Background: an optimization exercise with open tools, aiming at small area, a short achievable clock period and few clock cycles per item. Do not read the settings as production practice.
No activity file was given, so power comes from the tool's default toggle rates.

==> flow/design.v <==
`timescale 1ns / 1ps
package lkv_pkg;
   localparam int DEPTH_DEFAULT    = 16;
   localparam int KEY_BITS_DEFAULT = 32;
   localparam int QUEUE_DEPTH      = 2;
   localparam int REQ_TYPE_W    = 2;
   localparam int KEY_W         = 32;
   localparam int VALUE_W       = 32;
   localparam int STATUS_W      = 2;
   localparam int ENTRY_COUNT_W = 5;
   localparam logic [REQ_TYPE_W-1:0] REQ_LOOKUP = 2'd0;
   localparam logic [REQ_TYPE_W-1:0] REQ_INSERT = 2'd1;
   localparam logic [REQ_TYPE_W-1:0] REQ_REMOVE = 2'd2;
   localparam logic [STATUS_W-1:0] STATUS_OK   = 2'd0;
   localparam logic [STATUS_W-1:0] STATUS_MISS = 2'd1;
   localparam logic [STATUS_W-1:0] STATUS_FULL = 2'd2;
   typedef struct packed {
      logic is_insert;
      logic is_remove;
   } op_type;
   localparam int OP_W = 2;
   typedef enum logic [4:0] {
      ST_IDLE       = 5'b00001,
      ST_SEARCH     = 5'b00010,
      ST_FETCH_LAST = 5'b00100,
      ST_DONE       = 5'b01000,
      ST_SPARE      = 5'b10000
   } back_state_type;
endpackage
`timescale 1ns / 1ps
module linear_key_value_table_core #(
   parameter int DEPTH    = lkv_pkg::DEPTH_DEFAULT,
   parameter int KEY_BITS = lkv_pkg::KEY_BITS_DEFAULT
) (
   input  logic                              clock,
   input  logic                              reset,
   input  logic                              req_valid,
   output logic                              req_ready,
   input  logic [lkv_pkg::REQ_TYPE_W-1:0]    req_type,
   input  logic [lkv_pkg::KEY_W-1:0]         req_key,
   input  logic [lkv_pkg::VALUE_W-1:0]       req_value,
   output logic                              rsp_valid,
   input  logic                              rsp_ready,
   output logic [lkv_pkg::STATUS_W-1:0]      rsp_status,
   output logic [lkv_pkg::VALUE_W-1:0]       rsp_value_out,
   output logic [lkv_pkg::ENTRY_COUNT_W-1:0] rsp_entry_count,
   output logic                              rsp_is_empty
);
   localparam int VW = lkv_pkg::VALUE_W;
   localparam int CW = lkv_pkg::ENTRY_COUNT_W;
   logic                r_v, r_ins, r_rem;
   logic [DEPTH-1:0]    r_eq;      
   logic [DEPTH-1:0]    r_slot;    
   logic [DEPTH-1:0]    nf;        
   logic                rdy_ff;
   logic [DEPTH-1:0]    tv;
   logic [KEY_BITS-1:0] tk [DEPTH];
   logic [VW-1:0]       tval [DEPTH];
   logic [CW-1:0]       cnt;
   logic                o_v, o_empty;
   logic [1:0]          o_st;
   logic [VW-1:0]       o_val;
   logic [CW-1:0]       o_cnt;
   logic                s_v;
   logic [1:0]          s_st;
   logic [VW-1:0]       s_val;
   logic                issue, hit, full, ins_ok, rem_ok, o_free, s_v_in, r_v_in, r_pend;
   logic [DEPTH-1:0]    m, sel, eq_in, slot_in, wr, tv_in, hold_in, avail_in, nf_in;
   logic                nf_none;
   logic [1:0]          n_st;
   logic [VW-1:0]       n_val;
   logic [CW-1:0]       cnt_in;
   logic                empty_in;
   assign issue  = r_v && !s_v;
   assign full   = cnt[CW-1];
   assign r_pend = r_v && r_ins;
   for (genvar i = 0; i < DEPTH; i++) begin : g_cmp
      assign eq_in[i] = (tk[i] == req_key);
      assign m[i]     = tv[i] && r_eq[i];
      assign sel[i]   = m[i] && !r_ins;
   end
   assign hit    = |m;
   assign ins_ok = issue && r_ins && !hit && !full;
   assign rem_ok = issue && r_rem && hit;
   assign nf_none = ~|nf;
   assign slot_in = nf_none ? ((r_pend ? (r_slot & ~tv) : '0) | (r_rem ? m : '0)) : nf;
   assign wr      = rdy_ff ? (nf | (nf_none ? (((r_pend && !ins_ok) ? (r_slot & ~tv) : '0) |
                                               (r_rem ? m : '0)) : '0)) : '0;
   assign hold_in  = rdy_ff ? ((req_valid && req_type == lkv_pkg::REQ_INSERT) ? slot_in : '0)
                            : (r_pend ? r_slot : '0);
   assign avail_in = ~tv_in & ~hold_in;
   always_comb begin
      logic seen;
      seen = 1'b0;
      for (int i = 0; i < DEPTH; i++) begin
         nf_in[i] = avail_in[i] && !seen;
         seen     = seen || avail_in[i];
      end
   end
   always_comb begin
      n_val = '0;
      for (int i = 0; i < DEPTH; i++) n_val = n_val | ({VW{sel[i]}} & tval[i]);
   end
   always_comb begin
      if (r_ins) n_st = hit ? lkv_pkg::STATUS_MISS : (full ? lkv_pkg::STATUS_FULL : lkv_pkg::STATUS_OK);
      else       n_st = hit ? lkv_pkg::STATUS_OK : lkv_pkg::STATUS_MISS;
   end
   always_comb begin
      cnt_in = cnt;
      if (ins_ok) cnt_in = cnt + 1'b1;
      else if (rem_ok) cnt_in = cnt - 1'b1;
   end
   assign empty_in = (cnt == '0) ? !ins_ok : ((cnt == CW'(1)) && rem_ok);
   for (genvar i = 0; i < DEPTH; i++) begin : g_slot
      always_ff @(posedge clock) begin
         if (wr[i]) begin
            tk[i]   <= req_key;
            tval[i] <= req_value;
         end
      end
      assign tv_in[i] = tv[i] ? !(rem_ok && m[i]) : (ins_ok && r_slot[i]);
      always_ff @(posedge clock) begin
         if (reset) tv[i] <= 1'b0;
         else       tv[i] <= tv_in[i];
      end
   end
   assign o_free = !o_v || rsp_ready;
   assign s_v_in = s_v ? !o_free : (issue && !o_free);
   assign r_v_in = rdy_ff ? req_valid : r_v;
   always_ff @(posedge clock) begin
      if (reset) begin
         cnt    <= '0;
         r_v    <= 1'b0;
         s_v    <= 1'b0;
         o_v    <= 1'b0;
         rdy_ff <= 1'b1;
         nf     <= DEPTH'(1);
      end else begin
         nf     <= nf_in;
         cnt    <= cnt_in;
         r_v    <= r_v_in;
         s_v    <= s_v_in;
         o_v    <= o_free ? (s_v || issue) : 1'b1;
         rdy_ff <= !r_v_in || !s_v_in;
      end
   end
   always_ff @(posedge clock) begin
      if (rdy_ff) begin
         r_ins  <= (req_type == lkv_pkg::REQ_INSERT);
         r_rem  <= (req_type == lkv_pkg::REQ_REMOVE);
         r_eq   <= eq_in;
         r_slot <= slot_in;
      end
      if (!s_v) begin
         s_st  <= n_st;
         s_val <= n_val;
      end
      if (o_free) begin
         if (s_v) begin
            o_st    <= s_st;
            o_val   <= s_val;
            o_cnt   <= cnt;
            o_empty <= (cnt == '0);
         end else begin
            o_st    <= n_st;
            o_val   <= n_val;
            o_cnt   <= cnt_in;
            o_empty <= empty_in;
         end
      end
   end
   assign req_ready       = rdy_ff;
   assign rsp_valid       = o_v;
   assign rsp_status      = o_st;
   assign rsp_value_out   = o_val;
   assign rsp_entry_count = o_cnt;
   assign rsp_is_empty    = o_empty;
endmodule
==> flow/config.mk <==
export PLATFORM = sky130hd
export DESIGN_NAME = linear_key_value_table_core
export DESIGN_NICKNAME = linear_key_value_table_core
export VERILOG_FILES = /design/flow/design.v
export SDC_FILE = /design/flow/constraint.sdc
export NUM_CORES = 4
export LEC_CHECK = 0
export CAP_MARGIN = 20
export CORE_MARGIN = 2
export CORE_UTILIZATION = 40
export SETUP_SLACK_MARGIN = 2.5
export SLEW_MARGIN = 20
==> flow/constraint.sdc <==
create_clock -name core_clock -period 5.0 [get_ports {clock}]
set_input_delay 1.0000 -clock core_clock [delete_from_list [all_inputs] [get_ports {clock}]]
set_output_delay 1.0000 -clock core_clock [all_outputs]
set_load 0.01 [all_outputs]
standard.sh (not shown) runs the stock make flow with config.mk's settings and CLKGATE_MAP_FILE= SYNTH_SCRIPT=/design/flow/synth_recipe.tcl, a recipe that flattens the netlist after the stock synthesis.
==> flow/flow/run.sh <==
#!/bin/bash
# The standard layout, with plain buffers (not delay cells) on the ports
set -euo pipefail
bash standard.sh BUFFER_PORTS_ARGS="-buffer_cell sky130_fd_sc_hd__buf_4" finish > standard_flow.log 2>&1
==> next run, changes <==
--- a/flow/design.v
+++ b/flow/design.v
@@ -50,7 +50,8 @@
    localparam int CW = lkv_pkg::ENTRY_COUNT_W;
    logic                r_v, r_ins, r_rem;
-   logic [DEPTH-1:0]    r_eq;      
+   logic [DEPTH-1:0]    r_m;       
    logic [DEPTH-1:0]    r_slot;    
    logic [DEPTH-1:0]    nf;        
+   logic                nf_none;   
    logic                rdy_ff;
    logic [DEPTH-1:0]    tv;
@@ -66,6 +67,6 @@
    logic [VW-1:0]       s_val;
    logic                issue, hit, full, ins_ok, rem_ok, o_free, s_v_in, r_v_in, r_pend;
-   logic [DEPTH-1:0]    m, sel, eq_in, slot_in, wr, tv_in, hold_in, avail_in, nf_in;
-   logic                nf_none;
+   logic [DEPTH-1:0]    m, eq_in, slot_in, wr, tv_in, hold_in, avail_in, nf_in;
+   logic                nf_none_in;
    logic [1:0]          n_st;
    logic [VW-1:0]       n_val;
@@ -77,13 +78,11 @@
    for (genvar i = 0; i < DEPTH; i++) begin : g_cmp
       assign eq_in[i] = (tk[i] == req_key);
-      assign m[i]     = tv[i] && r_eq[i];
-      assign sel[i]   = m[i] && !r_ins;
+      assign m[i]     = r_m[i];
    end
    assign hit    = |m;
    assign ins_ok = issue && r_ins && !hit && !full;
    assign rem_ok = issue && r_rem && hit;
-   assign nf_none = ~|nf;
    assign slot_in = nf_none ? ((r_pend ? (r_slot & ~tv) : '0) | (r_rem ? m : '0)) : nf;
-   assign wr      = rdy_ff ? (nf | (nf_none ? (((r_pend && !ins_ok) ? (r_slot & ~tv) : '0) |
+   assign wr      = rdy_ff ? (nf | (nf_none ? (((r_pend && hit) ? (r_slot & ~tv) : '0) |
                                                (r_rem ? m : '0)) : '0)) : '0;
    assign hold_in  = rdy_ff ? ((req_valid && req_type == lkv_pkg::REQ_INSERT) ? slot_in : '0)
@@ -98,7 +97,9 @@
       end
    end
+   assign nf_none_in = ~|avail_in;
    always_comb begin
       n_val = '0;
-      for (int i = 0; i < DEPTH; i++) n_val = n_val | ({VW{sel[i]}} & tval[i]);
+      for (int i = 0; i < DEPTH; i++) n_val = n_val | ({VW{m[i]}} & tval[i]);
+      if (r_ins) n_val = '0;
    end
    always_comb begin
@@ -135,7 +136,9 @@
          o_v    <= 1'b0;
          rdy_ff <= 1'b1;
-         nf     <= DEPTH'(1);
+         nf      <= DEPTH'(1);
+         nf_none <= 1'b0;
       end else begin
-         nf     <= nf_in;
+         nf      <= nf_in;
+         nf_none <= nf_none_in;
          cnt    <= cnt_in;
          r_v    <= r_v_in;
@@ -149,5 +152,5 @@
          r_ins  <= (req_type == lkv_pkg::REQ_INSERT);
          r_rem  <= (req_type == lkv_pkg::REQ_REMOVE);
-         r_eq   <= eq_in;
+         r_m    <= eq_in & tv_in;
          r_slot <= slot_in;
       end
The new run completed without violations.
Cell area drops by 2.3%.
Total power climbs by 1.6%.
Clock power increases by 2.6%.
Final cell count went down by 0.45%.
Die area hardly moves.
Area after synthesis barely changes.
Function was not checked in any run of this note: the RTL went through the layout flow alone.

-- port drivers added, routing unchanged --
No port has a modelled driver above. Below, the same layouts with a new extraction and two added sets of constraints. Step 1 (the two cells are an assumption about what drives the block):
set clk [get_ports {clock}]
set_driving_cell -lib_cell sky130_fd_sc_hd__clkbuf_16 $clk
set_driving_cell -lib_cell sky130_fd_sc_hd__buf_2 [delete_from_list [all_inputs] $clk]
Step 2 also shifts input and output timing later by t, the mid clock arrival at the registers, as if the neighbouring blocks saw the same clock. a / b / c = no drivers / after step 1 / after step 2; a / b = the first two.
| run | shift t [ns] | slack for setup (ns) | worst data-port slew with drivers (ns) |
|---|---|---|---|
| the first run | 0.784 | 2.131 / 2.131 / 1.809 | 0.16 |
| the second run | 0.780 | 2.203 / 2.203 / 1.760 | 0.16 |
After both steps every run listed still meets setup and hold. The setup slack of the second run, which loses most, moves by 0.000 ns with the drivers and by -0.443 ns with both steps.
